Source: an optimization exercise on an open RTL-to-GDS flow (aim: small area, a short achievable clock period and few clock cycles per item). Production flows keep margins and buffers that such runs may drop. At most, simulation tests tie the RTL to the original design; equivalence was not proved. The RTL of runs 1 to 4 was laid out without a check of its function. Power and IR drop assume default switching activity.

<file path="flow/design.v">
`timescale 1ns / 1ps
package pcrc64_pkg;
  localparam int CrcWidth    = 64;
  localparam int ByteWidth   = 8;
  localparam int CountWidth  = 32;
  localparam int CfgIdxWidth = 3;
  localparam logic [CrcWidth-1:0]   PolyReset   = 64'h42F0_E1EB_A9EA_3693;
  localparam logic [CrcWidth-1:0]   InitReset   = '0;
  localparam logic [CrcWidth-1:0]   XorOutReset = '0;
  function automatic logic [ByteWidth-1:0] flip8(input logic [ByteWidth-1:0] b);
    logic [ByteWidth-1:0] r;
    for (int i = 0; i < ByteWidth; i = i + 1) begin
      r[i] = b[ByteWidth-1-i];
    end
    flip8 = r;
  endfunction
  function automatic logic [CrcWidth-1:0] flip64(input logic [CrcWidth-1:0] v);
    logic [CrcWidth-1:0] r;
    for (int i = 0; i < CrcWidth; i = i + 1) begin
      r[i] = v[CrcWidth-1-i];
    end
    flip64 = r;
  endfunction
  function automatic logic [CrcWidth-1:0] crc_step8(input logic [CrcWidth-1:0]  crc,
                                                     input logic [ByteWidth-1:0] din,
                                                     input logic [CrcWidth-1:0]  poly);
    logic [ByteWidth-1:0] t;
    logic [ByteWidth-1:0] f;
    logic [CrcWidth-1:0]  r;
    logic                 b;
    t = crc[CrcWidth-1 -: ByteWidth] ^ din;
    for (int i = 0; i < ByteWidth; i = i + 1) begin
      b = t[ByteWidth-1-i];
      for (int k = 0; k < i; k = k + 1) begin
        b = b ^ (f[k] & poly[CrcWidth-i+k]);
      end
      f[i] = b;
    end
    r = {crc[CrcWidth-ByteWidth-1:0], {ByteWidth{1'b0}}};
    for (int k = 0; k < ByteWidth; k = k + 1) begin
      r = r ^ ({CrcWidth{f[k]}} & (poly << (ByteWidth-1-k)));
    end
    crc_step8 = r;
  endfunction
endpackage
`timescale 1ns / 1ps
module pcrc64_front (
  input  logic                             clk,
  input  logic                             rst,
  input  logic                             s_axis_tvalid,
  output logic                             s_axis_tready,
  input  logic [pcrc64_pkg::ByteWidth-1:0] s_axis_tdata,
  input  logic                             s_axis_tuser,
  input  logic                             reflect_in,
  output logic                             q_valid,
  input  logic                             q_ready,
  output logic                             q_kind,
  output logic [pcrc64_pkg::ByteWidth-1:0] q_data
);
  logic push;
  assign s_axis_tready = !q_valid || q_ready;
  assign push          = s_axis_tvalid && s_axis_tready;
  always_ff @(posedge clk) begin
    if (rst) begin
      q_valid <= 1'b0;
    end else if (push) begin
      q_valid <= 1'b1;
    end else if (q_ready) begin
      q_valid <= 1'b0;
    end
  end
  always_ff @(posedge clk) begin
    if (push) begin
      q_kind <= s_axis_tuser;
      q_data <= reflect_in ? pcrc64_pkg::flip8(s_axis_tdata) : s_axis_tdata;
    end
  end
endmodule
`timescale 1ns / 1ps
module pcrc64_back (
  input  logic                                clk,
  input  logic                                rst,
  input  logic [pcrc64_pkg::CrcWidth-1:0]     polynomial,
  input  logic [pcrc64_pkg::CrcWidth-1:0]     initial_value,
  input  logic [pcrc64_pkg::CrcWidth-1:0]     xor_out,
  input  logic                                reflect_out,
  input  logic                                q_valid,
  output logic                                q_ready,
  input  logic                                q_kind,
  input  logic [pcrc64_pkg::ByteWidth-1:0]    q_data,
  output logic                                m_axis_tvalid,
  input  logic                                m_axis_tready,
  output logic [pcrc64_pkg::CrcWidth+pcrc64_pkg::CountWidth-1:0] m_axis_tdata
);
  logic [pcrc64_pkg::CrcWidth-1:0]   crc_register;
  logic [pcrc64_pkg::CountWidth-1:0] bytes_absorbed;
  logic                              take;
  assign q_ready = !m_axis_tvalid || m_axis_tready;
  assign take    = q_valid && q_ready;
  always_ff @(posedge clk) begin
    if (rst) begin
      crc_register   <= pcrc64_pkg::InitReset;
      bytes_absorbed <= '0;
      m_axis_tvalid  <= 1'b0;
    end else begin
      if (take) begin
        m_axis_tvalid <= 1'b1;
        if (q_kind) begin
          crc_register   <= initial_value;
          bytes_absorbed <= '0;
        end else begin
          crc_register   <= pcrc64_pkg::crc_step8(crc_register, q_data, polynomial);
          if (!(&bytes_absorbed)) begin
            bytes_absorbed <= bytes_absorbed + 32'd1;
          end
        end
      end else if (m_axis_tready) begin
        m_axis_tvalid <= 1'b0;
      end
    end
  end
  assign m_axis_tdata = {bytes_absorbed,
                         (reflect_out ? pcrc64_pkg::flip64(crc_register) : crc_register) ^ xor_out};
endmodule
`timescale 1ns / 1ps
module parametric_crc64_engine (
  input  logic                                clk,
  input  logic                                rst,
  input  logic                                s_axis_tvalid,
  output logic                                s_axis_tready,
  input  logic [pcrc64_pkg::ByteWidth-1:0]    s_axis_tdata,   
  input  logic                                s_axis_tuser,   
  output logic                                m_axis_tvalid,
  input  logic                                m_axis_tready,
  output logic [pcrc64_pkg::CrcWidth+pcrc64_pkg::CountWidth-1:0] m_axis_tdata,
  input  logic                                cfg_valid,
  output logic                                cfg_ready,
  input  logic [pcrc64_pkg::CfgIdxWidth-1:0]  cfg_index,
  input  logic [pcrc64_pkg::CrcWidth-1:0]     cfg_data
);
  logic [pcrc64_pkg::CrcWidth-1:0]  polynomial;
  logic [pcrc64_pkg::CrcWidth-1:0]  initial_value;
  logic [pcrc64_pkg::CrcWidth-1:0]  xor_out;
  logic                             reflect_in;
  logic                             reflect_out;
  logic                             q_valid;
  logic                             q_ready;
  logic                             q_kind;
  logic [pcrc64_pkg::ByteWidth-1:0] q_data;
  assign cfg_ready = 1'b1;
  always_ff @(posedge clk) begin
    if (rst) begin
      polynomial    <= pcrc64_pkg::PolyReset;
      initial_value <= pcrc64_pkg::InitReset;
      xor_out       <= pcrc64_pkg::XorOutReset;
      reflect_in    <= 1'b0;
      reflect_out   <= 1'b0;
    end else if (cfg_valid) begin
      case (cfg_index)
        3'd0: polynomial    <= cfg_data;
        3'd1: initial_value <= cfg_data;
        3'd2: xor_out       <= cfg_data;
        3'd3: reflect_in    <= cfg_data[0];
        3'd4: reflect_out   <= cfg_data[0];
        default: begin
        end
      endcase
    end
  end
  pcrc64_front u_front (
    .clk           (clk),
    .rst           (rst),
    .s_axis_tvalid (s_axis_tvalid),
    .s_axis_tready (s_axis_tready),
    .s_axis_tdata  (s_axis_tdata),
    .s_axis_tuser  (s_axis_tuser),
    .reflect_in    (reflect_in),
    .q_valid       (q_valid),
    .q_ready       (q_ready),
    .q_kind        (q_kind),
    .q_data        (q_data)
  );
  pcrc64_back u_back (
    .clk           (clk),
    .rst           (rst),
    .polynomial    (polynomial),
    .initial_value (initial_value),
    .xor_out       (xor_out),
    .reflect_out   (reflect_out),
    .q_valid       (q_valid),
    .q_ready       (q_ready),
    .q_kind        (q_kind),
    .q_data        (q_data),
    .m_axis_tvalid (m_axis_tvalid),
    .m_axis_tready (m_axis_tready),
    .m_axis_tdata  (m_axis_tdata)
  );
endmodule
</file>
<file path="flow/run.sh">
#!/bin/bash
# synth_recipe.tcl (not shown) runs the flow's synth.tcl, then flattens the netlist and writes it again
# the make line also repeats each setting of config.mk as NAME=value (left out here)
make -C /OpenROAD-flow-scripts/flow DESIGN_CONFIG=/design/flow/config.mk WORK_HOME=/design/flow/orfs CLKGATE_MAP_FILE= SYNTH_SCRIPT=/design/flow/synth_recipe.tcl finish
</file>
<file path="flow/config.mk">
export PLATFORM = sky130hd
export DESIGN_NAME = parametric_crc64_engine
export DESIGN_NICKNAME = parametric_crc64_engine
export VERILOG_FILES = /design/flow/design.v
export SDC_FILE = /design/flow/constraint.sdc
export NUM_CORES = 4
export LEC_CHECK = 0
export CAP_MARGIN = 20
export CORE_MARGIN = 2
export CORE_UTILIZATION = 40
export SLEW_MARGIN = 20
</file>
<file path="flow/constraint.sdc">
create_clock -name core_clock -period 6.0 [get_ports {clk}]
set_input_delay 1.2000 -clock core_clock [delete_from_list [all_inputs] [get_ports {clk}]]
set_output_delay 1.2000 -clock core_clock [all_outputs]
set_load 0.01 [all_outputs]
</file>
==> results of run 1 <==
==> synth_stat cells (all sizes together) (6+ instances only) <==
library cell | n | area, sq um
nor3 | 71 | 355
nand4 | 7 | 43.8
xnor3 | 64 | 1440
nor2 | 50 | 190
nand3 | 55 | 275
o21ai | 83 | 415
or3 | 14 | 87.6
inv | 9 | 33.8
dfxtp | 292 | 5850
mux2 | 8 | 90.1
nand2 | 896 | 3360
a21oi | 180 | 901
xnor2 | 391 | 3440
xor2 | 80 | 716
mux2i | 73 | 731
and2 | 6 | 37.5
edfxtp | 9 | 270
clkbuf | 219 | 822
buf | 25 | 111
a31oi | 62 | 388
and3 | 69 | 432
==> power by group through the flow <==
stage / registers, uW / clock network, uW / logic [uW]
floorplan: 2350 / 0 / 6340
global placement: 2520 / 0 / 7810
detailed placement: 2530 / 0 / 7850
CTS: 2480 / 2360 / 7910
global route: 2510 / 2430 / 8500
finish: 2500 / 2310 / 7880
==> worst max-delay path: cells and delay by family, from the launching register on <==
family,cells,cell delay (ps)
AOI/OAI and AO/OA,6,1710
and+or+nand+nor,3,810
DFF,1,800
buffers and inverters,2,790
xor gates and xnor gates,2,530
==> sequential cells by signal (all words and copies together), names as in the netlist, 8 cells and up <==
name / count
xor_out: 64
u_front.q_data: 8
polynomial: 64
u_back.bytes_absorbed: 32
initial_value: 64
u_back.crc_register: 64
==> kinds of logic (layout without fill, tap and decap cells) <==
| logic type | Yosys count | count (layout) | synth area share (%) |
|---|---|---|---|
| AO/OA/AOI/OAI | 353 | 353 | 9.52 |
| XOR/XNOR | 535 | 535 | 27.4 |
| multiplexers | 81 | 81 | 4.02 |
| AND/OR/NAND/NOR | 1194 | 1194 | 24.3 |
| other | 1 | 1 | 0.0183 |
| adder cells (fa/ha/maj) | 1 | 1 | 0.0612 |
| buffers and inverters | 253 | 278 | 4.73 |
| flip-flops | 301 | 301 | 29.9 |
==> how the worst min path moves through the flow <==
| stage | startpoint | end | slack [ps] | cells after the start |
|---|---|---|---|---|
| after floorplan | initial_value[10] | initial_value[10] | 440 | 2 |
| after global placement | initial_value[7] | initial_value[7] | 440 | 2 |
| after detailed placement | initial_value[0] | initial_value[0] | 450 | 2 |
| after CTS | initial_value[0] | initial_value[0] | 460 | 2 |
| after global routing | initial_value[17] | initial_value[17] | 470 | 2 |
| final | initial_value[11] | initial_value[11] | 450 | 2 |
==> layer usage <==
| metal | vias up | part of all wire (%) |
|---|---|---|
| li1 | 8845 | - |
| met1 | 8754 | 46 |
| met2 | 454 | 46 |
| met3 | 102 | 5.5 |
| met4 | 0 | 2.7 |
| met5 | - | 0 |
==> area by class of cell <==
class / instances / area, sq um / area share [%]
Inverter: 9 / 35.0 / 0.148
Multi-Input combinational cell: 2165 / 13500 / 56.8
Timing Repair Buffer: 206 / 2030 / 8.57
Clock inverter: 15 / 213 / 0.898
Sequential cell: 301 / 6120 / 25.8
Clock buffer: 48 / 1010 / 4.25
Tap cell: 672 / 841 / 3.55
==> through the flow <==
stage                     utilization, %  instances  setup WS (ps)
final                               47.1       3416           1150
after global placement              44.7       3353           1350
after CTS                           47.1       3416           1240
after global routing                47.1       3416            880
after detailed placement            44.7       3353           1250
after floorplan                        -       2719           2260
==> reports/results.tsv, run 1 <==
stage	metric	value	unit
floorplan	num rows	82	
layout	post-route cell area	0.0237	sq mm
layout	most frequent cells in the layout	nand2_1 (894), xnor2_1 (386), dfxtp_1 (291)	
placement	DP Wirelength	42600	microns
grt	GRT busiest layer	met2	
power	power share of the sequential group	19.7	%
drt	Via Count	18155	
grt	met2 GRT Util	39.2	%
clock_network	Clock Pin Slew Worst Setup and Hold Paths	70	ps
synth	Netlist cell types	59	
drt	Iteration-0 DRC Markers	1329	
timing	TNS Setup	0	ps
power	clock share of power	18.2	%
power	Pint	7680	uW
synth	syn_nets	2801	
placement	IO Port Bufs	178	
timing	post-route minimum period	4850	ps
timing	Slew headroom	26.3	%
grt	largest net degree at the start of global routing	106	
synth	main flop type after synthesis	dfxtp_1	
setup_path	crit-path cells	inv_1, nor3_1, o21ai_0, a211oi_1, nor3_1, xnor3_1, a2bb2oi_1, o31ai_1, o21ai_4, buf_4, and3_1, xor2_1, o21ai_1	
clock_network	Hold-fix buffers, CTS	0	
setup_path	R2R Setup Slk	1150	ps
setup_path	Max stage delay on crit path	800	ps
grt	initial antenna violation count	0	
drt	final WL	64800	microns
grt	global-route wire length before repair	102000	microns
clock_network	CTS tree	built	
clock_network	Max clock buf depth	3	
clock_network	Clock Tree Root	clkbuf_16	
grt	routing usage on met3	3.51	%
clock_network	number of setup buffers added after CTS	0	
timing	Slew @ Worst Pin	1110	ps
grt	met1 GRT Util	33.1	%
placement	gp weighted congestion	0.853	
synth	Synth Cell Area	0.0204	sq mm
clock_network	CTS Sinks	301	
clock_network	Num CTS Buffers	36	
setup_path	CP startpoint	polynomial[62]	
grt	total global routing overflow	0	
setup_path	Worst R2R Start	polynomial[62]	
setup_path	crit-path most repeated cell	nor3_1	
outcome	status	complete, no violations	
floorplan	Die Y	230	microns
layout	synthesis-to-finish area growth	15.9	%
setup_path	Setup crit end kind	register	
timing	Slew Limit Fails	0	
drt	post-detailed-route wirelength per cell	19.0	microns
power	total power	12700	uW
synth	Post-Syn Instances	2719	
power	Lkg Pwr	0.00877	uW
layout	share of cells above drive strength 1	4.30	%
drt	DRC violations left	0	
drt	Via-to-Cell Ratio	5.31	
power	Cell Pwr Density	535	mW/mm^2
run	# Max-Cap Violations	0	
setup_path	critical path type	reg2reg	
synth	post-synthesis sequential area ratio	29.9	%
setup_path	r2r endpoint	u_back.crc_register[32]	
synth	Synth Area per Inst	7.52	sq um
setup_path	cells on worst reg2reg path	13	
timing	RSZ-0062 raised after global routing	false	
synth	ys async rst share	0	%
drt	Antenna Nets Post-Route	0	
min_path	Min-Delay Path Class	reg2reg	
floorplan	io pins	180	
setup_path	Worst path slowest cell	dfxtp_1	
timing	Fin Hold WS	455	ps
timing	fmax	206	MHz
setup_path	CP Launch Type	register	
grt	vias in the first global route	17690	
synth	flops & latches, synth	301	
placement	placed instance area	0.0225	sq mm
floorplan	Starting Density	40.7	%
synth	synth warn	3	
power	Sw Ratio	39.5	%
grt	gr usage total	24.2	%
floorplan	Placeable Area	0.0503	sq mm
clock_network	post-CTS resize count	0	
synth	number of synthesized flops with an enable pin	9	
setup_path	critical-path maximum fanout	32	
timing	Final Hold Vio Count	0	
setup_path	Critical Path End	u_back.crc_register[32]	
timing	Tcrit/Tclk final	80.8	%
timing	Clock Skews	30.0	ps
timing	Setup Viol. Count Final	0	
floorplan	die area	0.0529	sq mm
setup_path	WP data arrival	5250	ps
layout	Nets	2801	
clock_network	H-tree depth	2	
floorplan	die width	230	microns
power	Worst VDD drop	218	uV
setup_path	worst path required time	6400	ps
layout	commonest non-fill, non-tap cell in the layout	nand2_1	
power	switching pwr	5010	uW
layout	ANT cells	0	
power	combinational share of power	62.1	%
drt	1st-pass router iterations	5	
layout	filler instances	4931	
clock_network	Clk Latency, worst-skew pair	570	ps
==> inputs of run 2 (changes only) <==
--- a/flow/design.v
+++ b/flow/design.v
@@ -23,5 +23,38 @@
   endfunction
+  localparam int QBits = 28;
+  function automatic logic [QBits-1:0] qmat(input logic [CrcWidth-1:0] poly);
+    logic [63:0]      l;
+    logic [7:0]       row;
+    logic [QBits-1:0] q;
+    l = '0;
+    for (int i = 0; i < 8; i = i + 1) begin
+      row = '0;
+      row[i] = 1'b1;
+      for (int k = 0; k < i; k = k + 1) begin
+        row = row ^ ({8{poly[CrcWidth-i+k]}} & l[k*8 +: 8]);
+      end
+      l[i*8 +: 8] = row;
+    end
+    for (int i = 1; i < 8; i = i + 1) begin
+      for (int k = 0; k < i; k = k + 1) begin
+        q[i*(i-1)/2 + k] = l[i*8 + k];
+      end
+    end
+    qmat = q;
+  endfunction
+  function automatic logic [ByteWidth-1:0] qapply(input logic [QBits-1:0]     q,
+                                                  input logic [ByteWidth-1:0] u);
+    logic [ByteWidth-1:0] f;
+    for (int i = 0; i < 8; i = i + 1) begin
+      f[i] = u[i];
+      for (int k = 0; k < i; k = k + 1) begin
+        f[i] = f[i] ^ (q[i*(i-1)/2 + k] & u[k]);
+      end
+    end
+    qapply = f;
+  endfunction
   function automatic logic [CrcWidth-1:0] crc_step8(input logic [CrcWidth-1:0]  crc,
                                                      input logic [ByteWidth-1:0] din,
-                                                     input logic [CrcWidth-1:0]  poly);
+                                                     input logic [CrcWidth-1:0]  poly,
+                                                     input logic [QBits-1:0]     q);
     logic [ByteWidth-1:0] t;
@@ -29,11 +62,4 @@
     logic [CrcWidth-1:0]  r;
-    logic                 b;
     t = crc[CrcWidth-1 -: ByteWidth] ^ din;
-    for (int i = 0; i < ByteWidth; i = i + 1) begin
-      b = t[ByteWidth-1-i];
-      for (int k = 0; k < i; k = k + 1) begin
-        b = b ^ (f[k] & poly[CrcWidth-i+k]);
-      end
-      f[i] = b;
-    end
+    f = qapply(q, flip8(t));
     r = {crc[CrcWidth-ByteWidth-1:0], {ByteWidth{1'b0}}};
@@ -83,2 +109,3 @@
   input  logic [pcrc64_pkg::CrcWidth-1:0]     polynomial,
+  input  logic [pcrc64_pkg::QBits-1:0]        poly_q,
   input  logic [pcrc64_pkg::CrcWidth-1:0]     initial_value,
@@ -111,3 +138,3 @@
         end else begin
-          crc_register   <= pcrc64_pkg::crc_step8(crc_register, q_data, polynomial);
+          crc_register   <= pcrc64_pkg::crc_step8(crc_register, q_data, polynomial, poly_q);
           if (!(&bytes_absorbed)) begin
@@ -143,2 +170,3 @@
   logic [pcrc64_pkg::CrcWidth-1:0]  xor_out;
+  logic [pcrc64_pkg::QBits-1:0]     poly_q;
   logic                             reflect_in;
@@ -167,2 +195,9 @@
       endcase
+    end
+  end
+  always_ff @(posedge clk) begin
+    if (rst) begin
+      poly_q <= pcrc64_pkg::qmat(pcrc64_pkg::PolyReset);
+    end else begin
+      poly_q <= pcrc64_pkg::qmat(polynomial);
     end
@@ -186,2 +221,3 @@
     .polynomial    (polynomial),
+    .poly_q        (poly_q),
     .initial_value (initial_value),
--- a/flow/config.mk
+++ b/flow/config.mk
@@ -7,5 +7,7 @@
 export LEC_CHECK = 0
+export ABC_CLOCK_PERIOD_IN_PS = 3000
 export CAP_MARGIN = 20
 export CORE_MARGIN = 2
-export CORE_UTILIZATION = 40
+export CORE_UTILIZATION = 60
+export SETUP_SLACK_MARGIN = 2.5
 export SLEW_MARGIN = 20
==> run 2 against run 1 <==
First-iteration DRC count grew 100%. Synthesized cell count stayed put. Cell area rose by 4.5%. Area after synthesis rose by 3.1%. Flip-flop and latch count up 7. Critical path type unchanged. Sequential share of layout area is 0.54 points lower. Combinational power rose by 2.5%. Power grew 3.8%.
==> reports/results.tsv, run 2 <==
stage	metric	value	unit	change
grt	largest net degree at the start of global routing	110		+3.8%
placement	DP Wirelength	43900	microns	+3.0%
synth	Synth area leaders	dfxtp_1 (28%), nand2_1 (13%), xnor2_1 (11%), xnor3_1 (7.2%), a21oi_1 (7.0%)		
placement	gp weighted congestion	0.887		+3.9%
clock_network	Max clock buf depth	3		unchanged
synth	multiplexer area fraction after synthesis	3.66	%	-0.36 points
setup_path	critical-path maximum fanout	24		-25%
timing	TNS Setup	0	ps	unchanged
clock_network	Hold-fix buffers, CTS	0		unchanged
placement	pre-CTS setup slack	1900	ps	+650 ps
layout	synthesis-to-finish area growth	17.6	%	
synth	share of the synthesized area in the top cell type	28.4	%	-0.20 points
floorplan	num rows	68		-17%
drt	final WL	73100	microns	+13%
floorplan	Placeable Area	0.0345	sq mm	-31%
synth	Adder-Cell Fraction of Synth Area	0.238	%	+0.18 points
timing	Final Hold Vio Count	0		unchanged
setup_path	Setup crit end kind	register		
timing	RSZ-0062 raised after global routing	true		
floorplan	Die Y	191	microns	-17%
grt	total global routing overflow	0		unchanged
layout	ANT cells	0		unchanged
layout	commonest non-fill, non-tap cell in the layout	nand2_1		
timing	fmax	283	MHz	+37%
timing	Clock Skews	16.7	ps	-13.4 ps
synth	leading area contributor after synthesis	dfxtp_1		
synth	largest family of logic cells by synthesized area	XOR/XNOR gates		
synth	Synth Cell Area	0.0211	sq mm	+3.1%
clock_network	Clock Pin Slew Worst Setup and Hold Paths	60	ps	about the same
clock_network	CTS tree	built		
run	# Max-Cap Violations	0		unchanged
synth	synth warn	3		unchanged
timing	Setup Viol. Count Final	0		unchanged
setup_path	CP Launch Type	register		
timing	Tcrit/Tclk final	58.9	%	-22 points
drt	Via-to-Cell Ratio	6.42		+21%
synth	post-synthesis sequential area ratio	29.7	%	-0.24 points
synth	post-synthesis simple-gate area fraction	21.6	%	-2.8 points
floorplan	Starting Density	61.0	%	+20 points
clock_network	CTS Sinks	308		+2.3%
drt	1st-pass router iterations	6		+1
floorplan	die area	0.0366	sq mm	-31%
drt	DRC violations left	0		unchanged
power	Cell Pwr Density	531	mW/mm^2	-0.71%
clock_network	Clock Tree Root	clkbuf_16		
synth	main flop type after synthesis	dfxtp_1		
setup_path	worst path required time	6450	ps	+50 ps
drt	post-detailed-route wirelength per cell	22.9	microns	+21%
synth	ys async rst share	0	%	unchanged
grt	initial antenna violation count	0		unchanged
synth	Synth Area in Compound Gates	15.3	%	+5.7 points
setup_path	WP data arrival	3990	ps	-1260 ps
clock_network	H-tree depth	2		unchanged
synth	most frequent cell after synthesis	nand2_1		
layout	share of cells above drive strength 1	7.11	%	+2.8 points
clock_network	Clk Latency, worst-skew pair	540	ps	-30 ps
timing	Slew Limit Fails	0		unchanged
layout	Nets	2805		+0.14%
synth	number of synthesized flops with an enable pin	9		unchanged
power	Lkg Pwr	0.00960	uW	+9.5%
min_path	Min-Delay Path Class	reg2reg		
synth	Post-Syn Instances	2719		unchanged
grt	vias in the first global route	19304		+9.1%
timing	Slew @ Worst Pin	1160	ps	+55.0 ps
drt	Via Count	20540		+13%
synth	syn_nets	2804		+0.11%
grt	gr usage total	38.5	%	+14 points
drt	Iteration-0 DRC Markers	2654		+100%
synth	commonest cells in the netlist	nand2_1 (724), dfxtp_1 (299), a21oi_1 (294), xnor2_1 (266), clkbuf_1 (232)		
synth	xor/xnor share of the synthesized area	24.5	%	-2.9 points
timing	post-route minimum period	3540	ps	-1310 ps
clock_network	Num CTS Buffers	36		unchanged
floorplan	die width	191	microns	-17%
power	Worst VDD drop	329	uV	+51%
setup_path	critical path type	reg2reg		
drt	Antenna Nets Post-Route	0		unchanged
timing	Slew headroom	22.6	%	-3.7 points
layout	filler instances	2778		-44%
floorplan	io pins	180		unchanged
timing	slack of the critical path	2460	ps	+1310 ps
timing	Fin Hold WS	451	ps	-4.45 ps
synth	Netlist cell types	51		-14%
layout	most frequent cells in the layout	nand2_1 (723), dfxtp_1 (295), a21oi_1 (293)		
outcome	status	complete, no violations		
placement	IO Port Bufs	178		unchanged
grt	global-route wire length before repair	111000	microns	+8.4%
synth	flops & latches, synth	308		+2.3%
synth	Synth Area per Inst	7.75	sq um	+3.1%
[run 2: area by class of cell]
| type | instances | area, sq um | share of cell area (%) |
|---|---|---|---|
| clock buffer | 47 | 1050 | 4.26 |
| clock inverter | 13 | 216 | 0.874 |
| inverter | 9 | 33.8 | 0.136 |
| multi-input combinational | 2140 | 14300 | 57.8 |
| sequential | 308 | 6260 | 25.3 |
| tap | 455 | 569 | 2.30 |
| timing repair buffer | 225 | 2320 | 9.38 |
[run 2: worst max-delay path, cell delays in order, from the launching register on]
cell     delay, ps
dfxtp_1        510
xor2_1         360
nand2_1        110
xnor2_1        650
xnor3_4        750
buf_4          320
nand2_1        100
xnor2_1        190
xnor3_1        270
o22ai_1        170
[run 2: report_power, final]
part | switching (uW) | total [uW] | leakage (uW) | internal, uW
combinational | 3730 | 8080 | 0.00646 | 4350
sequential | 438 | 2670 | 0.00251 | 2240
clock | 919 | 2410 | 0.000627 | 1490
total | 5090 | 13200 | 0.00960 | 8070
[run 2: path summary, 6_finish.rpt]
path	endpoint	slack, ps	from	cells after the start
setup reg to reg	u_back.crc_register[32]	2460	u_back.crc_register[58]	9
hold reg to reg	initial_value[49]	450	initial_value[49]	2
hold / removal	initial_value[49]	450	initial_value[49]	2
setup / recovery	u_back.crc_register[32]	2460	u_back.crc_register[58]	9
[run 2: layer usage]
layer	vias to the layer above	track usage, %	part of all wire [%]	wire, microns
met5	-	0	0	0
met4	0	17.2	5.0	3690
met3	245	7.82	11	7940
met2	1298	60.1	44	32500
met1	9745	51.3	40	29000
li1	9252	-	-	-
[run 2: cells by family (layout without fill, tap and decap cells)]
logic type                 after synthesis  after routing
other                                    1              1
and+or+nand+nor                       1056           1056
buffers and inverters                  277            294
AOI/OAI and AO/OA                      518            520
DFF                                    308            308
muxes                                   76             76
adders and majority gates                4              4
xor gates and xnor gates               479            483
[run 2: metrics by stage]
step / util [%] / area (sq um) / std cells / total power [uW]
2_1_floorplan: - / 21100 / 2719 / 8610
3_3_place_gp: 65.7 / 22700 / 3114 / 9990
3_5_place_dp: 65.7 / 22700 / 3114 / 10100
4_1_cts: 70.6 / 24400 / 3191 / 12800
5_1_grt: 71.7 / 24800 / 3197 / 13700
6_report: 71.7 / 24800 / 3197 / 13200
[run 2: repair_timing]
item	in CTS	in global routing
setup endpoints to repair	129	99
gates resized for setup	51	58
setup buffers	13	3
pin swaps	3	5
gates cloned	4	3
==> inputs of run 3 (changes only) <==
--- a/flow/config.mk
+++ b/flow/config.mk
@@ -7,7 +7,7 @@
 export LEC_CHECK = 0
-export ABC_CLOCK_PERIOD_IN_PS = 3000
+export ABC_CLOCK_PERIOD_IN_PS = 2500
 export CAP_MARGIN = 20
 export CORE_MARGIN = 2
-export CORE_UTILIZATION = 60
-export SETUP_SLACK_MARGIN = 2.5
+export CORE_UTILIZATION = 40
+export SETUP_SLACK_MARGIN = 3.5
 export SLEW_MARGIN = 20
==> run 3 against run 2 <==
Still clean. Sequential share of layout area fell by 4.9 points. Combinational power rose by 62%. Maximum frequency rose by 6.3%. Sequential power rose by 6%. Flip-flop and latch count did not move. Core utilization fell by 13 points. Die area rose by 49%. Non-clock buffer count rose by 226. Largest cell class unchanged. Largest power group unchanged.
==> reports/results.tsv, run 3 <==
stage	metric	value	unit	change
power	Worst VDD drop	317	uV	-3.7%
floorplan	Placeable Area	0.0523	sq mm	+52%
synth	commonest cells in the netlist	nand2_1 (724), dfxtp_1 (299), a21oi_1 (294), xnor2_1 (266), clkbuf_1 (232)		
clock_network	Clock Tree Root	clkbuf_16		
placement	IO Port Bufs	178		unchanged
grt	global-route wire length before repair	136000	microns	+23%
clock_network	Clk Latency, worst-skew pair	600	ps	+60 ps
setup_path	worst path required time	6520	ps	+70 ps
clock_network	Clock Pin Slew Worst Setup and Hold Paths	60	ps	about the same
floorplan	die area	0.0545	sq mm	+49%
grt	gr usage total	33.1	%	-5.4 points
min_path	Min-Delay Path Class	reg2reg		
drt	final WL	99500	microns	+36%
grt	initial antenna violation count	2		+2
floorplan	Die Y	234	microns	+22%
synth	share of the synthesized area in the top cell type	28.4	%	unchanged
layout	sequential cell area	0.00630	sq mm	+0.60%
layout	commonest non-fill, non-tap cell in the layout	nand2_1		
power	Lkg Pwr	0.0127	uW	+32%
layout	most frequent cells in the layout	nand2_1 (671), a21oi_1 (292), dfxtp_1 (275)		
grt	largest net degree at the start of global routing	160		+45%
synth	syn_nets	2804		unchanged
placement	placed instance area	0.0230	sq mm	+1.5%
timing	TNS Setup	0	ps	unchanged
timing	Slew Limit Fails	0		unchanged
synth	Synth Area in Compound Gates	15.3	%	unchanged
drt	post-detailed-route wirelength per cell	27.1	microns	+19%
clock_network	Max clock buf depth	3		unchanged
setup_path	Setup crit end kind	register		
synth	Synth area leaders	dfxtp_1 (28%), nand2_1 (13%), xnor2_1 (11%), xnor3_1 (7.2%), a21oi_1 (7.0%)		
timing	Slew @ Worst Pin	1040	ps	-122 ps
drt	1st-pass router iterations	7		+1
timing	RSZ-0062 raised after global routing	true		
layout	post-route cell area	0.0308	sq mm	+24%
timing	post-route minimum period	3330	ps	-209 ps
timing	Setup Viol. Count Final	0		unchanged
clock_network	Num CTS Buffers	38		+5.6%
synth	Post-Syn Instances	2719		unchanged
synth	largest family of logic cells by synthesized area	XOR/XNOR gates		
layout	share of cells above drive strength 1	26.1	%	+19 points
layout	synthesis-to-finish area growth	46.4	%	
drt	Iteration-0 DRC Markers	3735		+41%
timing	Tcrit/Tclk final	55.5	%	-3.5 points
layout	Multi-input gate area	0.0167	sq mm	+17%
drt	Via-to-Cell Ratio	6.34		-1.3%
setup_path	CP Launch Type	register		
synth	most frequent cell after synthesis	nand2_1		
setup_path	WP data arrival	3840	ps	-150 ps
placement	DP Wirelength	45200	microns	+3.0%
synth	synth warn	3		unchanged
synth	Netlist cell types	51		unchanged
drt	Antenna Nets Post-Route	0		unchanged
clock_network	CTS Sinks	308		unchanged
setup_path	critical-path maximum fanout	14		-42%
synth	Synth Area per Inst	7.75	sq um	unchanged
layout	filler instances	4232		+52%
drt	DRC violations left	0		unchanged
clock_network	Hold-fix buffers, CTS	0		unchanged
synth	main flop type after synthesis	dfxtp_1		
synth	Adder-Cell Fraction of Synth Area	0.238	%	unchanged
synth	multiplexer area fraction after synthesis	3.66	%	unchanged
synth	leading area contributor after synthesis	dfxtp_1		
synth	ys async rst share	0	%	unchanged
synth	number of synthesized flops with an enable pin	9		unchanged
outcome	status	complete, no violations		
grt	vias in the first global route	21419		+11%
drt	Via Count	23268		+13%
synth	flops & latches, synth	308		unchanged
floorplan	die width	234	microns	+22%
timing	Clock Skews	36.1	ps	+19.4 ps
synth	post-synthesis sequential area ratio	29.7	%	unchanged
setup_path	critical path type	reg2reg		
clock_network	H-tree depth	2		unchanged
floorplan	Starting Density	40.3	%	-21 points
floorplan	num rows	84		+24%
floorplan	io pins	180		unchanged
power	Cell Pwr Density	600	mW/mm^2	+13%
synth	xor/xnor share of the synthesized area	24.5	%	unchanged
synth	post-synthesis simple-gate area fraction	21.6	%	unchanged
clock_network	CTS tree	built		
placement	gp weighted congestion	0.840		-5.3%
layout	ANT cells	0		unchanged
layout	Nets	3036		+8.2%
timing	Slew headroom	30.8	%	+8.1 points
timing	fmax	301	MHz	+6.3%
synth	Synth Cell Area	0.0211	sq mm	unchanged
run	# Max-Cap Violations	0		unchanged
grt	total global routing overflow	0		unchanged
timing	Final Hold Vio Count	0		unchanged
[run 3: where the power goes]
| part | switching, uW | internal [uW] |
|---|---|---|
| Sequential | 595 | 2240 |
| Clock | 992 | 1570 |
| Combinational | 5840 | 7260 |
| Total | 7430 | 11100 |
[run 3: repair_timing]
item	4_1_cts	5_1_grt
gates resized for setup	699	269
gates cloned	44	3
pin swaps	189	153
buffers inserted	146	60
setup endpoints to repair	362	258
[run 3: logic make-up after synthesis]
| group | after synthesis |
|---|---|
| simple gates | 1056 |
| compound gates | 518 |
| xor+xnor | 479 |
| flops | 308 |
| buf+inv | 277 |
| mux | 76 |
| fa+ha+maj | 4 |
| other cells | 1 |
[run 3: worst paths after layout]
path | startpoint | to | slack (ps) | cells past startpoint
worst min register to register | initial_value[49] | initial_value[49] | 450 | 2
worst max register to register | u_front.q_data[7] | u_back.crc_register[9] | 2670 | 14
worst max-delay path | u_front.q_data[7] | u_back.crc_register[9] | 2670 | 14
worst min-delay path | initial_value[49] | initial_value[49] | 450 | 2
[run 3: final cells by class]
cell class                      instances  area share [%]
Multi-Input combinational cell       2143            54.2
Sequential cell                       308            20.4
Timing Repair Buffer                  451            18.0
Clock buffer                           59            3.84
Tap cell                              688            2.79
Clock inverter                         10           0.576
Inverter                                9           0.110
[run 3: per-layer routing]
metal / track usage [%] / share of wire, % / vias to the layer above / wire (microns)
met5: 0 / 0.045 / - / 45
met4: 18.1 / 6.9 / 4 / 6910
met3: 12.0 / 15 / 581 / 15000
met2: 48.1 / 42 / 1892 / 42000
met1: 42.4 / 36 / 11053 / 35500
li1: - / - / 9738 / -
[run 3: per-stage QoR]
step / worst slack (ps) / util (%) / hold WS, ps / total power [uW] / instances
finish: 2670 / 58.9 / 450 / 18500 / 3668
CTS: 2780 / 55.3 / 451 / 16400 / 3605
global placement: 2200 / 44.0 / 438 / 10200 / 3346
floorplan: 3390 / - / 431 / 8680 / 2719
detailed placement: 2070 / 44.0 / 443 / 10300 / 3346
global route: 2650 / 58.9 / 470 / 18900 / 3668
[run 3: critical path: stages, from the launching register on]
cell and delay, ps:
edfxtp_1 420, buf_6 160, xor2_4 200, buf_12 160, buf_12 100, a21oi_4 60
buf_12 160, buf_4 150, buf_16 170, o32ai_1 380, a32oi_1 190, xor2_2 250
xnor2_1 230, xnor3_1 450, o22ai_1 160
==> inputs of run 4 (changes only) <==
--- a/flow/design.v
+++ b/flow/design.v
@@ -85,18 +85,33 @@
 );
-  logic push;
-  assign s_axis_tready = !q_valid || q_ready;
-  assign push          = s_axis_tvalid && s_axis_tready;
-  always_ff @(posedge clk) begin
-    if (rst) begin
-      q_valid <= 1'b0;
+  logic                             skid_valid;
+  logic                             skid_kind;
+  logic [pcrc64_pkg::ByteWidth-1:0] skid_data;
+  logic                             push;
+  logic                             advance;
+  logic                             in_kind;
+  logic [pcrc64_pkg::ByteWidth-1:0] in_data;
+  assign s_axis_tready = !skid_valid;
+  assign push          = s_axis_tvalid && !skid_valid;
+  assign advance       = !q_valid || q_ready;
+  assign in_kind       = s_axis_tuser;
+  assign in_data       = reflect_in ? pcrc64_pkg::flip8(s_axis_tdata) : s_axis_tdata;
+  always_ff @(posedge clk) begin
+    if (rst) begin
+      q_valid    <= 1'b0;
+      skid_valid <= 1'b0;
+    end else if (advance) begin
+      q_valid    <= skid_valid || push;
+      skid_valid <= 1'b0;
     end else if (push) begin
-      q_valid <= 1'b1;
-    end else if (q_ready) begin
-      q_valid <= 1'b0;
-    end
-  end
-  always_ff @(posedge clk) begin
+      skid_valid <= 1'b1;
+    end
+  end
+  always_ff @(posedge clk) begin
+    if (advance) begin
+      q_kind <= skid_valid ? skid_kind : in_kind;
+      q_data <= skid_valid ? skid_data : in_data;
+    end
     if (push) begin
-      q_kind <= s_axis_tuser;
-      q_data <= reflect_in ? pcrc64_pkg::flip8(s_axis_tdata) : s_axis_tdata;
+      skid_kind <= in_kind;
+      skid_data <= in_data;
     end
--- a/flow/config.mk
+++ b/flow/config.mk
@@ -7,7 +7,7 @@
 export LEC_CHECK = 0
-export ABC_CLOCK_PERIOD_IN_PS = 2500
+export ABC_CLOCK_PERIOD_IN_PS = 2000
 export CAP_MARGIN = 20
 export CORE_MARGIN = 2
-export CORE_UTILIZATION = 40
-export SETUP_SLACK_MARGIN = 3.5
+export CORE_UTILIZATION = 60
+export SETUP_SLACK_MARGIN = 2.6
 export SLEW_MARGIN = 20
==> run 4 against run 3 <==
Still clean on timing, DRC and antenna. Sequential power about the same. Synthesized cell count increased by 1.2%. Flip-flop and latch count increased by 10. Critical path depth is 5 lower. Core utilization grew 13 points. Critical endpoint is now u_back.crc_register[28]. Largest power group unchanged. Highest routed layer unchanged.
==> reports/results.tsv, run 4 <==
stage	metric	value	unit	change
outcome	status	complete, no violations		
floorplan	Placeable Area	0.0355	sq mm	-32%
grt	global-route wire length before repair	112000	microns	-18%
clock_network	H-tree depth	2		unchanged
clock_network	CTS Sinks	318		+3.2%
layout	most frequent cells in the layout	nand2_1 (722), dfxtp_1 (296), a21oi_1 (289)		
floorplan	Starting Density	60.8	%	+20 points
setup_path	Worst R2R Start	u_front.q_data[5]		
placement	IO Port Bufs	178		unchanged
grt	total global routing overflow	0		unchanged
grt	gr usage total	37.3	%	+4.2 points
floorplan	num rows	69		-18%
drt	Antenna Nets Post-Route	0		unchanged
timing	Setup Viol. Count Final	0		unchanged
power	Lkg Pwr	0.0102	uW	-20%
synth	flops & latches, synth	318		+3.2%
setup_path	r2r endpoint	u_back.crc_register[28]		
timing	Tcrit/Tclk final	57.2	%	+1.7 points
setup_path	cells on worst reg2reg path	9		-5
drt	Iteration-0 DRC Markers	2518		-33%
clock_network	Clock Tree Root	clkbuf_16		
timing	Slew @ Worst Pin	1020	ps	-16.7 ps
timing	fmax	292	MHz	-3.0%
synth	Synth area leaders	dfxtp_1 (28%), nand2_1 (13%), xnor2_1 (11%), xnor3_1 (7.0%), a21oi_1 (6.7%)		
synth	post-synthesis sequential area ratio	30.4	%	+0.68 points
synth	commonest cells in the netlist	nand2_1 (725), dfxtp_1 (300), a21oi_1 (290), xnor2_1 (266), clkbuf_1 (224)		
setup_path	Max stage delay on crit path	580	ps	+130 ps
timing	TNS Setup	0	ps	unchanged
clock_network	Hold-fix buffers, CTS	0		unchanged
synth	Synth Area per Inst	7.84	sq um	+1.1%
layout	share of cells above drive strength 1	7.86	%	-18 points
layout	post-route cell area	0.0254	sq mm	-18%
setup_path	CP bufs+invs	1		-5
timing	Slew headroom	31.9	%	+1.1 points
min_path	Cells on Worst Hold Path	2		unchanged
setup_path	Setup crit end kind	register		
synth	syn_nets	2836		+1.1%
layout	Nets	2847		-6.2%
timing	post-route minimum period	3430	ps	+103 ps
placement	placed instance area	0.0232	sq mm	+0.72%
placement	gp weighted congestion	0.881		+4.9%
clock_network	Clk Latency, worst-skew pair	550	ps	-50 ps
min_path	Min-Delay Path Class	reg2reg		
setup_path	R2R Setup Slk	2570	ps	-100 ps
setup_path	worst path required time	6470	ps	-50 ps
setup_path	WP data arrival	3900	ps	+60 ps
min_path	hold endpoint	initial_value[62]		
clock_network	CTS tree	built		
setup_path	critical-path maximum fanout	32		+18
grt	vias in the first global route	19585		-8.6%
clock_network	Max clock buf depth	3		unchanged
layout	commonest non-fill, non-tap cell in the layout	nand2_1		
timing	Final Hold Vio Count	0		unchanged
drt	final WL	73100	microns	-27%
drt	DRC violations left	0		unchanged
drt	1st-pass router iterations	7		unchanged
layout	final core utilization	71.7	%	+13 points
synth	ys async rst share	0	%	unchanged
power	Worst VDD drop	394	uV	+24%
layout	synthesis-to-finish area growth	18.0	%	
placement	DP Wirelength	44000	microns	-2.5%
drt	Via Count	20600		-11%
power	Cell Pwr Density	553	mW/mm^2	-7.8%
synth	Post-Syn Instances	2751		+1.2%
synth	Synth Cell Area	0.0216	sq mm	+2.3%
drt	Via-to-Cell Ratio	6.34		about the same
timing	Clock Skews	20.4	ps	-15.7 ps
floorplan	io pins	180		unchanged
min_path	Hold Startpoint	initial_value[62]		
setup_path	CP delay by family, top	XOR/XNOR gates		
timing	Slew Limit Fails	0		unchanged
layout	ANT cells	0		unchanged
drt	post-detailed-route wirelength per cell	22.5	microns	-17%
synth	Netlist cell types	55		+7.8%
synth	main flop type after synthesis	dfxtp_1		
synth	number of synthesized flops with an enable pin	18		+9
synth	synth warn	3		unchanged
grt	largest net degree at the start of global routing	89		-44%
setup_path	critical path type	reg2reg		
synth	leading area contributor after synthesis	dfxtp_1		
floorplan	die area	0.0375	sq mm	-31%
setup_path	CP Launch Type	register		
setup_path	Worst path slowest cell	xnor3_4		
synth	most frequent cell after synthesis	nand2_1		
floorplan	Die Y	194	microns	-17%
grt	initial antenna violation count	0		-2
floorplan	die width	194	microns	-17%
clock_network	Clock Pin Slew Worst Setup and Hold Paths	60	ps	about the same
synth	share of the synthesized area in the top cell type	27.9	%	-0.55 points
timing	RSZ-0062 raised after global routing	true		
run	# Max-Cap Violations	0		unchanged
clock_network	Num CTS Buffers	36		-5.3%
setup_path	crit-path cells	xor2_4, nand2_1, xnor2_1, xnor3_4, buf_6, nand2_1, xnor2_1, xnor3_1, o22ai_1		
## run 4: worst max-delay path by stage
stage,startpoint,to,slack [ps],cells past startpoint
after global routing,u_front.q_data[5],u_back.crc_register[28],2450,9
after CTS,reflect_out,m_axis_tdata[18],2420,4
after detailed placement,u_back.crc_register[63],u_back.crc_register[17],2020,10
after floorplan,reflect_out,m_axis_tdata[23],3210,4
final,u_front.q_data[5],u_back.crc_register[28],2570,9
after global placement,u_back.crc_register[63],u_back.crc_register[4],2130,10
## run 4: logic make-up after synthesis
| kind of cell | synth area share, % |
|---|---|
| other cells | 0.0174 |
| compound gates | 14.9 |
| fa+ha+maj | 0.232 |
| mux | 4.14 |
| buf+inv | 5.10 |
| simple gates | 21.2 |
| flops | 30.4 |
| xor+xnor | 24.0 |
## run 4: final cells by class
type | count | area (sq um)
multi-input cells | 2156 | 14700
well taps | 461 | 577
flip-flops and latches | 318 | 6550
clock buffers | 49 | 991
fillers | 2906 | 10000
inverters | 13 | 48.8
clock inverters | 14 | 150
repair buffers | 237 | 2420
## run 4: tightest hold or removal path, delay by kind of cell, from the launching register on
kind	cells	cell delay, ps
DFF	1	300
and+or+nand+nor	1	50
AOI/OAI and AO/OA	1	50
## run 4: report_power, final
part	total [uW]	switching (uW)	internal, uW
Combinational	9040	4100	4940
Sequential	2820	497	2330
Clock	2210	919	1290
Total	14100	5510	8550
## run 4: per-layer routing
metal | vias up | global-route usage (%) | part of all wire, %
met5 | - | 0 | 0.16
met3 | 215 | 7.74 | 12
met4 | 2 | 15.0 | 4.0
li1 | 9393 | - | -
met2 | 1193 | 57.6 | 44
met1 | 9797 | 51.1 | 40
## run 4: what timing repair did
action | 4_1_cts | 5_1_grt
pin swaps | 3 | 7
gates cloned | 5 | 4
setup endpoints to repair | 126 | 81
gates resized for setup | 138 | 48
setup buffers | 8 | 16
## run 4: stage by stage
stage / hold slack [ps] / power, uW / setup slack (ps) / cells
global route: 472 / 14600 / 2450 / 3248
global placement: 437 / 11000 / 2130 / 3151
finish: 450 / 14100 / 2570 / 3248
detailed placement: 442 / 11200 / 2020 / 3152
floorplan: 431 / 9500 / 3210 / 2751
CTS: 450 / 13600 / 2420 / 3228
==> inputs of run 5 (changes only) <==
--- a/flow/design.v
+++ b/flow/design.v
@@ -23,30 +23,20 @@
   endfunction
-  localparam int QBits = 28;
-  function automatic logic [QBits-1:0] qmat(input logic [CrcWidth-1:0] poly);
-    logic [63:0]      l;
-    logic [7:0]       row;
-    logic [QBits-1:0] q;
-    l = '0;
-    for (int i = 0; i < 8; i = i + 1) begin
-      row = '0;
-      row[i] = 1'b1;
-      for (int k = 0; k < i; k = k + 1) begin
-        row = row ^ ({8{poly[CrcWidth-i+k]}} & l[k*8 +: 8]);
+  function automatic logic [ByteWidth-1:1] qvec(input logic [CrcWidth-1:0] poly);
+    logic [ByteWidth-1:0] q;
+    q    = '0;
+    q[0] = 1'b1;
+    for (int j = 1; j < ByteWidth; j = j + 1) begin
+      for (int i = 1; i <= j; i = i + 1) begin
+        q[j] = q[j] ^ (poly[CrcWidth-i] & q[j-i]);
       end
-      l[i*8 +: 8] = row;
-    end
-    for (int i = 1; i < 8; i = i + 1) begin
-      for (int k = 0; k < i; k = k + 1) begin
-        q[i*(i-1)/2 + k] = l[i*8 + k];
-      end
-    end
-    qmat = q;
-  endfunction
-  function automatic logic [ByteWidth-1:0] qapply(input logic [QBits-1:0]     q,
+    end
+    qvec = q[ByteWidth-1:1];
+  endfunction
+  function automatic logic [ByteWidth-1:0] qapply(input logic [ByteWidth-1:1] q,
                                                   input logic [ByteWidth-1:0] u);
     logic [ByteWidth-1:0] f;
-    for (int i = 0; i < 8; i = i + 1) begin
+    for (int i = 0; i < ByteWidth; i = i + 1) begin
       f[i] = u[i];
       for (int k = 0; k < i; k = k + 1) begin
-        f[i] = f[i] ^ (q[i*(i-1)/2 + k] & u[k]);
+        f[i] = f[i] ^ (q[i-k] & u[k]);
       end
@@ -55,11 +45,13 @@
   endfunction
+  function automatic logic [ByteWidth-1:0] byte_share(input logic [ByteWidth-1:1] q,
+                                                      input logic [ByteWidth-1:0] b);
+    byte_share = qapply(q, flip8(b));
+  endfunction
   function automatic logic [CrcWidth-1:0] crc_step8(input logic [CrcWidth-1:0]  crc,
-                                                     input logic [ByteWidth-1:0] din,
+                                                     input logic [ByteWidth-1:0] v,
                                                      input logic [CrcWidth-1:0]  poly,
-                                                     input logic [QBits-1:0]     q);
-    logic [ByteWidth-1:0] t;
+                                                     input logic [ByteWidth-1:1] q);
     logic [ByteWidth-1:0] f;
     logic [CrcWidth-1:0]  r;
-    t = crc[CrcWidth-1 -: ByteWidth] ^ din;
-    f = qapply(q, flip8(t));
+    f = qapply(q, flip8(crc[CrcWidth-1 -: ByteWidth])) ^ v;
     r = {crc[CrcWidth-ByteWidth-1:0], {ByteWidth{1'b0}}};
@@ -80,2 +72,3 @@
   input  logic                             reflect_in,
+  input  logic [pcrc64_pkg::ByteWidth-1:1] poly_q,
   output logic                             q_valid,
@@ -96,3 +89,4 @@
   assign in_kind       = s_axis_tuser;
-  assign in_data       = reflect_in ? pcrc64_pkg::flip8(s_axis_tdata) : s_axis_tdata;
+  assign in_data       = pcrc64_pkg::byte_share(poly_q, reflect_in ? pcrc64_pkg::flip8(s_axis_tdata)
+                                                                   : s_axis_tdata);
   always_ff @(posedge clk) begin
@@ -124,3 +118,3 @@
   input  logic [pcrc64_pkg::CrcWidth-1:0]     polynomial,
-  input  logic [pcrc64_pkg::QBits-1:0]        poly_q,
+  input  logic [pcrc64_pkg::ByteWidth-1:1]    poly_q,
   input  logic [pcrc64_pkg::CrcWidth-1:0]     initial_value,
@@ -185,3 +179,3 @@
   logic [pcrc64_pkg::CrcWidth-1:0]  xor_out;
-  logic [pcrc64_pkg::QBits-1:0]     poly_q;
+  logic [pcrc64_pkg::ByteWidth-1:1] poly_q;
   logic                             reflect_in;
@@ -214,5 +208,5 @@
     if (rst) begin
-      poly_q <= pcrc64_pkg::qmat(pcrc64_pkg::PolyReset);
-    end else begin
-      poly_q <= pcrc64_pkg::qmat(polynomial);
+      poly_q <= pcrc64_pkg::qvec(pcrc64_pkg::PolyReset);
+    end else if (cfg_valid && cfg_index == 3'd0) begin
+      poly_q <= pcrc64_pkg::qvec(cfg_data);
     end
@@ -227,2 +221,3 @@
     .reflect_in    (reflect_in),
+    .poly_q        (poly_q),
     .q_valid       (q_valid),
--- a/flow/config.mk
+++ b/flow/config.mk
@@ -7,3 +7,2 @@
 export LEC_CHECK = 0
-export ABC_CLOCK_PERIOD_IN_PS = 2000
 export CAP_MARGIN = 20
@@ -11,3 +10,3 @@
 export CORE_UTILIZATION = 60
-export SETUP_SLACK_MARGIN = 2.6
+export SETUP_SLACK_MARGIN = 2.9
 export SLEW_MARGIN = 20
==> run 5 against run 4 <==
Routed wire length decreased by 8.6%. Critical path depth decreased by 2. Clock power rose by 4%. Combinational power grew 12%. Largest power group unchanged. Sequential share of layout area is 0.55 points higher. Worst setup slack better by 200 ps. First-iteration DRC count fell by 11%. Highest routed layer is now met4. Flip-flop and latch count fell by 1.
==> reports/results.tsv, run 5 <==
stage	metric	value	unit	change
outcome	status	complete, no violations		
setup_path	critical path type	reg2out		
timing	Slew headroom	28.5	%	-3.4 points
grt	total global routing overflow	0		unchanged
clock_network	Clock Pin Slew Worst Setup and Hold Paths	60	ps	about the same
drt	post-detailed-route wirelength per cell	20.2	microns	-10%
placement	post-placement cell count	3200		+1.5%
synth	share of the synthesized area in the top cell type	28.8	%	+0.95 points
timing	TNS Setup	0	ps	unchanged
setup_path	WP data arrival	2030	ps	-1870 ps
clock_network	Clk Latency, worst-skew pair	560	ps	about the same
synth	Synth area leaders	dfxtp_1 (29%), xnor2_1 (22%), nand2_1 (17%), a21oi_1 (5.7%), xor2_1 (4.0%)		
grt	largest net degree at the start of global routing	203		+130%
layout	most frequent cells in the layout	nand2_1 (940), xnor2_1 (495), dfxtp_1 (294)		
clock_network	Clock Tree Root	clkbuf_16		
run	# Max-Cap Violations	0		unchanged
drt	Via-to-Cell Ratio	5.85		-7.8%
floorplan	Placeable Area	0.0343	sq mm	-3.4%
grt	GRT busiest layer	met2		
synth	Synth Cell Area	0.0208	sq mm	-3.6%
synth	number of synthesized flops with an enable pin	18		unchanged
timing	fmax	309	MHz	+6.1%
synth	flops & latches, synth	317		-0.31%
timing	Tcrit/Tclk final	53.9	%	-3.3 points
synth	multiplexer area fraction after synthesis	3.92	%	-0.22 points
synth	syn_nets	2873		+1.3%
clock_network	H-tree depth	2		unchanged
power	Worst VDD drop	704	uV	+78%
drt	final WL	66800	microns	-8.6%
clock_network	Max clock buf depth	3		unchanged
synth	commonest cells in the netlist	nand2_1 (942), xnor2_1 (525), dfxtp_1 (299), a21oi_1 (237), clkbuf_1 (151)		
floorplan	Die Y	190	microns	-1.8%
timing	post-route minimum period	3230	ps	-199 ps
placement	IO Port Bufs	178		unchanged
synth	largest family of logic cells by synthesized area	XOR/XNOR gates		
layout	synthesis-to-finish area growth	19.5	%	
floorplan	die width	190	microns	-1.8%
synth	Netlist cell types	47		-15%
grt	initial antenna violation count	0		unchanged
layout	commonest non-fill, non-tap cell in the layout	nand2_1		
layout	ANT cells	0		unchanged
grt	met2 GRT Util	56.9	%	-0.67 points
layout	Nets	2914		+2.4%
clock_network	Num CTS Buffers	36		unchanged
setup_path	Setup crit end kind	primary output		
clock_network	CTS Sinks	317		-0.31%
power	Cell Pwr Density	613	mW/mm^2	+11%
timing	Clock Skews	23.2	ps	+2.89 ps
placement	DP Wirelength	40400	microns	-8.3%
synth	post-synthesis sequential area ratio	31.4	%	+1.0 points
grt	gr usage total	35.4	%	-1.9 points
synth	Adder-Cell Fraction of Synth Area	0.241	%	+0.0087 points
floorplan	io pins	180		unchanged
floorplan	num rows	68		-1.4%
timing	RSZ-0062 raised after global routing	true		
synth	synth warn	3		unchanged
layout	share of cells above drive strength 1	10.9	%	+3.1 points
setup_path	worst path required time	4800	ps	-1670 ps
synth	xor/xnor share of the synthesized area	26.9	%	+2.8 points
layout	sequential cell area	0.00654	sq mm	-0.29%
layout	Largest regs	initial_value: 64 flops, u_back.crc_register: 64 flops, xor_out: 64 flops		
grt	routing usage on met3	6.25	%	-1.5 points
synth	Post-Syn Instances	2788		+1.3%
synth	Synth Area per Inst	7.45	sq um	-4.9%
drt	Antenna Nets Post-Route	0		unchanged
drt	Via Count	19335		-6.1%
grt	met1 GRT Util	47.5	%	-3.6 points
timing	Final Hold Vio Count	0		unchanged
min_path	Min-Delay Path Class	reg2reg		
timing	Slew @ Worst Pin	1070	ps	+51.4 ps
drt	DRC violations left	0		unchanged
synth	ys async rst share	0	%	unchanged
timing	Slew Limit Fails	0		unchanged
synth	post-synthesis simple-gate area fraction	23.3	%	+2.1 points
setup_path	critical-path maximum fanout	6		-81%
grt	global-route wire length before repair	101000	microns	-9.7%
placement	gp weighted congestion	0.910		+3.4%
layout	Multi-input gate area	0.0142	sq mm	-3.1%
floorplan	die area	0.0361	sq mm	-3.5%
synth	main flop type after synthesis	dfxtp_1		
drt	1st-pass router iterations	6		-1
timing	Setup Viol. Count Final	0		unchanged
synth	leading area contributor after synthesis	dfxtp_1		
setup_path	CP Launch Type	register		
clock_network	Hold-fix buffers, CTS	0		unchanged
layout	filler instances	2660		-8.5%
power	Lkg Pwr	0.00912	uW	-10%
drt	Iteration-0 DRC Markers	2245		-11%
grt	vias in the first global route	18051		-7.8%
clock_network	CTS tree	built		
floorplan	Starting Density	60.6	%	-0.15 points
synth	most frequent cell after synthesis	nand2_1		
layout	Post-Layout Cell Count	3306		+1.8%
synth	Synth Area in Compound Gates	9.12	%	-5.8 points
run 5: cell types whose count changed in the layout (fill, tap and decap cells not counted), moves of 15 or more:
cell	delta
xnor2_1	+236
nand2_1	+218
nand3_1	-116
xnor3_1	-64
a32oi_1	-59
o32ai_1	-57
buf_2	+56
a21oi_1	-52
xor2_1	-48
dlygate4sd2_1	-41
xnor2_2	+24
mux2i_4	+19
mux2i_1	-17
buf_4	-15
run 5: final timing paths:
path,endpoint,startpoint,slack (ps),cells past startpoint
worst max register to register,u_back.crc_register[38],u_back.crc_register[57],2850,8
worst min-delay path,initial_value[35],initial_value[35],450,2
worst max-delay path,m_axis_tdata[47],reflect_out,2770,7
worst min register to register,initial_value[35],initial_value[35],450,2
run 5: final cells by class:
| class | instances | share of cell area, % |
|---|---|---|
| Multi-Input combinational cell | 2229 | 57.3 |
| Sequential cell | 317 | 26.3 |
| Timing Repair Buffer | 238 | 9.17 |
| Clock buffer | 49 | 4.11 |
| Tap cell | 455 | 2.29 |
| Clock inverter | 11 | 0.665 |
| Inverter | 7 | 0.106 |
run 5: timing repair:
action | CTS | global route
cloned | 4 | 4
endpoints found under the hold margin | 0 | 0
pin swaps | 13 | 28
endpoints found under the setup margin | 184 | 175
setup buffers | 22 | 16
resized for setup | 306 | 131
run 5: layer usage:
metal | wire length (microns) | part of all wire, %
met1 | 27800 | 42
met2 | 30500 | 46
met4 | 2580 | 3.9
met3 | 5900 | 8.8
met5 | 0 | 0
run 5: kinds of logic (layout without fill, tap and decap cells):
kind of cell    after synthesis  after routing
fa+ha+maj                     4              4
compound gates              346            346
xor+xnor                    628            629
other cells                   1              1
mux                          80             80
simple gates               1166           1169
buf+inv                     246            305
flops                       317            317
run 5: metrics by stage:
| stage | util (%) | hold WS, ps | setup WS [ps] | total power (uW) | area (sq um) |
|---|---|---|---|---|---|
| finish | 72.4 | 451 | 2770 | 15200 | 24800 |
| floorplan | - | 432 | 2930 | 10700 | 20800 |
| detailed placement | 65.2 | 443 | 1980 | 12500 | 22300 |
| CTS | 70.9 | 451 | 2690 | 15000 | 24300 |
| global placement | 65.1 | 438 | 1950 | 12400 | 22300 |
| global route | 72.4 | 464 | 2710 | 16100 | 24800 |
run 5: report_power, final:
group	switching, uW	total (uW)	internal, uW
clock network	925	2290	1360
logic	5240	10100	4810
registers	550	2890	2340
total	6720	15200	8520
run 5: critical path, cell delays in order, from the launching register on:
cell and delay [ps]:
dfxtp_4 450, buf_12 130, buf_16 130, buf_8 110
buf_6 100, mux2i_4 260, xnor2_2 140, buf_2 160
Testbench counts of run 5, summed over its fixed seeds: cycles 19,264, items 19,200.
==> inputs of run 6 (changes only) <==
--- a/flow/config.mk
+++ b/flow/config.mk
@@ -7,2 +7,3 @@
 export LEC_CHECK = 0
+export ABC_CLOCK_PERIOD_IN_PS = 3000
 export CAP_MARGIN = 20
@@ -10,3 +11,3 @@
 export CORE_UTILIZATION = 60
-export SETUP_SLACK_MARGIN = 2.9
+export SETUP_SLACK_MARGIN = 2.5
 export SLEW_MARGIN = 20
==> run 6 against run 5 <==
First-iteration DRC count shrank 19%. Core utilization shrank 3.6 points. Power shrank 2.8%. Highest routed layer unchanged.
==> reports/results.tsv, run 6 <==
stage	metric	value	unit	change
clock_network	Num CTS Buffers	37		+2.8%
timing	Setup Viol. Count Final	0		unchanged
synth	number of synthesized flops with an enable pin	18		unchanged
setup_path	worst path required time	4800	ps	about the same
clock_network	Clock Tree Root	clkbuf_16		
synth	Synth area leaders	dfxtp_1 (29%), xnor2_1 (22%), nand2_1 (17%), a21oi_1 (5.7%), xor2_1 (4.0%)		
layout	commonest non-fill, non-tap cell in the layout	nand2_1		
timing	TNS Setup	0	ps	unchanged
layout	ANT cells	0		unchanged
synth	most frequent cell after synthesis	nand2_1		
synth	Netlist cell types	47		unchanged
setup_path	CP startpoint	reflect_out		
timing	Clock Skews	25.0	ps	+1.79 ps
layout	Multi-input gate area	0.0133	sq mm	-6.3%
grt	largest net degree at the start of global routing	100		-51%
synth	main flop type after synthesis	dfxtp_1		
setup_path	crit-path cells	buf_12, mux2i_1, xnor2_1, clkdlybuf4s50_1		
layout	Nets	2872		-1.4%
clock_network	Max clock buf depth	3		unchanged
setup_path	CP bufs+invs	2		-3
grt	met2 GRT Util	53.2	%	-3.7 points
setup_path	Max stage delay on crit path	560	ps	+110 ps
timing	Slew @ Worst Pin	1060	ps	-16.7 ps
synth	share of the synthesized area in the top cell type	28.8	%	unchanged
clock_network	CTS Sinks	317		unchanged
synth	synth warn	3		unchanged
synth	leading area contributor after synthesis	dfxtp_1		
power	Lkg Pwr	0.00836	uW	-8.4%
timing	Final Hold Vio Count	0		unchanged
floorplan	io pins	180		unchanged
setup_path	cells on worst reg2reg path	9		+1
setup_path	Setup crit end kind	primary output		
drt	post-detailed-route wirelength per cell	19.3	microns	-4.6%
clock_network	H-tree depth	2		unchanged
layout	Largest regs	initial_value: 64 flops, u_back.crc_register: 64 flops, xor_out: 64 flops		
setup_path	Critical Path End	m_axis_tdata[50]		
synth	Synth Area per Inst	7.45	sq um	unchanged
grt	met1 GRT Util	47.2	%	-0.33 points
layout	most frequent cells in the layout	nand2_1 (940), xnor2_1 (523), dfxtp_1 (296)		
timing	post-route minimum period	3520	ps	+288 ps
timing	Slew Limit Fails	0		unchanged
synth	syn_nets	2873		unchanged
min_path	Min-Delay Path Class	reg2reg		
grt	initial antenna violation count	0		unchanged
timing	slack of the critical path	2480	ps	-288 ps
power	Worst VDD drop	538	uV	-24%
setup_path	Worst R2R Start	u_back.crc_register[63]		
floorplan	Placeable Area	0.0343	sq mm	unchanged
setup_path	CP delay by family, top	buffers and inverters		
timing	fmax	284	MHz	-8.2%
setup_path	critical path type	reg2out		
drt	Via-to-Cell Ratio	5.76		-1.4%
placement	IO Port Bufs	178		unchanged
timing	Tcrit/Tclk final	58.7	%	+4.8 points
layout	final core utilization	68.8	%	-3.6 points
run	# Max-Cap Violations	0		unchanged
clock_network	CTS tree	built		
grt	total global routing overflow	0		unchanged
drt	1st-pass router iterations	5		-1
placement	gp weighted congestion	0.922		+1.3%
timing	Slew headroom	29.6	%	+1.1 points
floorplan	Die Y	190	microns	unchanged
synth	ys async rst share	0	%	unchanged
drt	Antenna Nets Post-Route	0		unchanged
drt	Iteration-0 DRC Markers	1814		-19%
layout	synthesis-to-finish area growth	13.6	%	
synth	post-synthesis sequential area ratio	31.4	%	unchanged
timing	RSZ-0062 raised after global routing	true		
synth	flops & latches, synth	317		unchanged
drt	final WL	62900	microns	-5.8%
drt	DRC violations left	0		unchanged
setup_path	WP data arrival	2320	ps	+290 ps
power	Cell Pwr Density	627	mW/mm^2	+2.3%
floorplan	die area	0.0361	sq mm	unchanged
clock_network	Clock Pin Slew Worst Setup and Hold Paths	60	ps	about the same
grt	vias in the first global route	17498		-3.1%
setup_path	CP Launch Type	register		
floorplan	num rows	68		unchanged
synth	Post-Syn Instances	2788		unchanged
grt	global-route wire length before repair	98200	microns	-3.1%
setup_path	r2r endpoint	u_back.crc_register[54]		
layout	share of cells above drive strength 1	4.70	%	-6.2 points
setup_path	critical-path maximum fanout	16		+10
outcome	status	complete, no violations		
layout	filler instances	2896		+8.9%
clock_network	Clk Latency, worst-skew pair	550	ps	about the same
drt	Via Count	18821		-2.7%
layout	sequential cell area	0.00653	sq mm	about the same
setup_path	Worst path slowest cell	clkdlybuf4s50_1		
placement	DP Wirelength	40500	microns	+0.42%
grt	gr usage total	34.2	%	-1.2 points
grt	GRT busiest layer	met2		
synth	commonest cells in the netlist	nand2_1 (942), xnor2_1 (525), dfxtp_1 (299), a21oi_1 (237), clkbuf_1 (151)		
floorplan	Starting Density	60.6	%	unchanged
setup_path	R2R Setup Slk	2650	ps	-200 ps
placement	pre-CTS setup slack	1960	ps	-12.7 ps
grt	routing usage on met3	4.98	%	-1.3 points
synth	Synth Cell Area	0.0208	sq mm	unchanged
clock_network	Hold-fix buffers, CTS	0		unchanged
setup_path	critical path depth	4		-3
floorplan	die width	190	microns	unchanged
[run 6: cell counts after synthesis]
Identical to the previous run, type by type.
[run 6: cell type report]
class / instances / share of cell area, %
Clock buffer: 50 / 4.38
Clock inverter: 12 / 0.313
Inverter: 7 / 0.111
Multi-Input combinational cell: 2225 / 56.5
Sequential cell: 317 / 27.7
Tap cell: 455 / 2.41
Timing Repair Buffer: 199 / 8.56
[run 6: kinds of logic (layout without fill, tap and decap cells)]
family          after synthesis  count (layout)  synth area share (%)
flops                       317             317                  31.4
fa+ha+maj                     4               4                 0.241
other cells                   1               1                0.0180
simple gates               1166            1166                  23.3
xor+xnor                    628             628                  26.9
compound gates              346             346                  9.12
mux                          80              80                  3.92
buf+inv                     246             268                  5.12
[run 6: power breakdown]
group	total, uW	internal (uW)	switching, uW	leakage (uW)
clock network	2120	1210	914	0.000548
logic	9930	4780	5150	0.00520
registers	2760	2340	418	0.00261
[run 6: metrics by stage]
stage | std cells | area (sq um) | hold WS, ps | power, uW
2_1_floorplan | 2788 | 20800 | 432 | 10700
3_3_place_gp | 3199 | 22300 | 437 | 12400
3_5_place_dp | 3200 | 22300 | 442 | 12500
4_1_cts | 3265 | 23500 | 450 | 14700
5_1_grt | 3265 | 23600 | 470 | 15700
6_report | 3265 | 23600 | 448 | 14800
[run 6: worst min path at each step]
stage | from | to | slack (ps) | cells after the start
floorplan | initial_value[10] | initial_value[10] | 430 | 2
global placement | initial_value[38] | initial_value[38] | 440 | 2
detailed placement | initial_value[39] | initial_value[39] | 440 | 2
CTS | initial_value[39] | initial_value[39] | 450 | 2
global route | initial_value[31] | initial_value[31] | 470 | 2
finish | initial_value[4] | initial_value[4] | 450 | 2
[run 6: what timing repair did]
| action | in CTS | in global routing |
|---|---|---|
| resized for setup | 1 | 24 |
| endpoints found under the setup margin | 95 | 55 |
| buffers inserted | 3 | 0 |
[run 6: layer usage]
metal	wire length, microns	part of all wire [%]
met5	0	0
met4	2350	3.7
met3	5170	8.2
met2	28300	45
met1	27100	43
[run 6: worst reg2reg max path, delay by kind of cell, from the launching register on]
kind,cells,cell delay (ps)
and+or+nand+nor,2,300
buffers and inverters,1,510
AOI/OAI and AO/OA,1,110
xor gates and xnor gates,5,1570
DFF,1,700

-- re-timing with driven ports --
The results above use ideal ports. As a check the final layouts listed here were re-extracted and re-timed, cells and wires unchanged.
Step 1 sets driving cells, clkbuf_16 on the clock port and buf_2 on the other inputs (assumed; they add their load-dependent delay and slew).
Step 2, shift: input delay + t, output delay - t, t = (earliest + latest rising clock arrival at the registers) / 2. This alone moves slack from input paths to output paths.
Three values: ideal ports, drivers, drivers and shift; two values: the first two.
run	t (ns)	setup WS [ns]	clock arrival spread, ns	pins driven straight from the clock port
run 1	0.606	1.153 / 1.153 / 1.153	0.031 / 0.030	1
run 2	0.587	2.464 / 2.414 / 2.128	0.017 / 0.017	1
run 3	0.645	2.673 / 2.619 / 2.673	0.041 / 0.041	1
run 4	0.599	2.570 / 2.541 / 2.215	0.021 / 0.021	1
run 5	0.610	2.769 / 2.709 / 2.369	0.024 / 0.024	1
run 6	0.599	2.481 / 2.423 / 2.285	0.028 / 0.028	1
After both steps setup and hold are still met in every run listed. For run 5, which loses most, drivers alone change the setup slack by -0.060 ns; drivers and shift together by -0.400 ns.
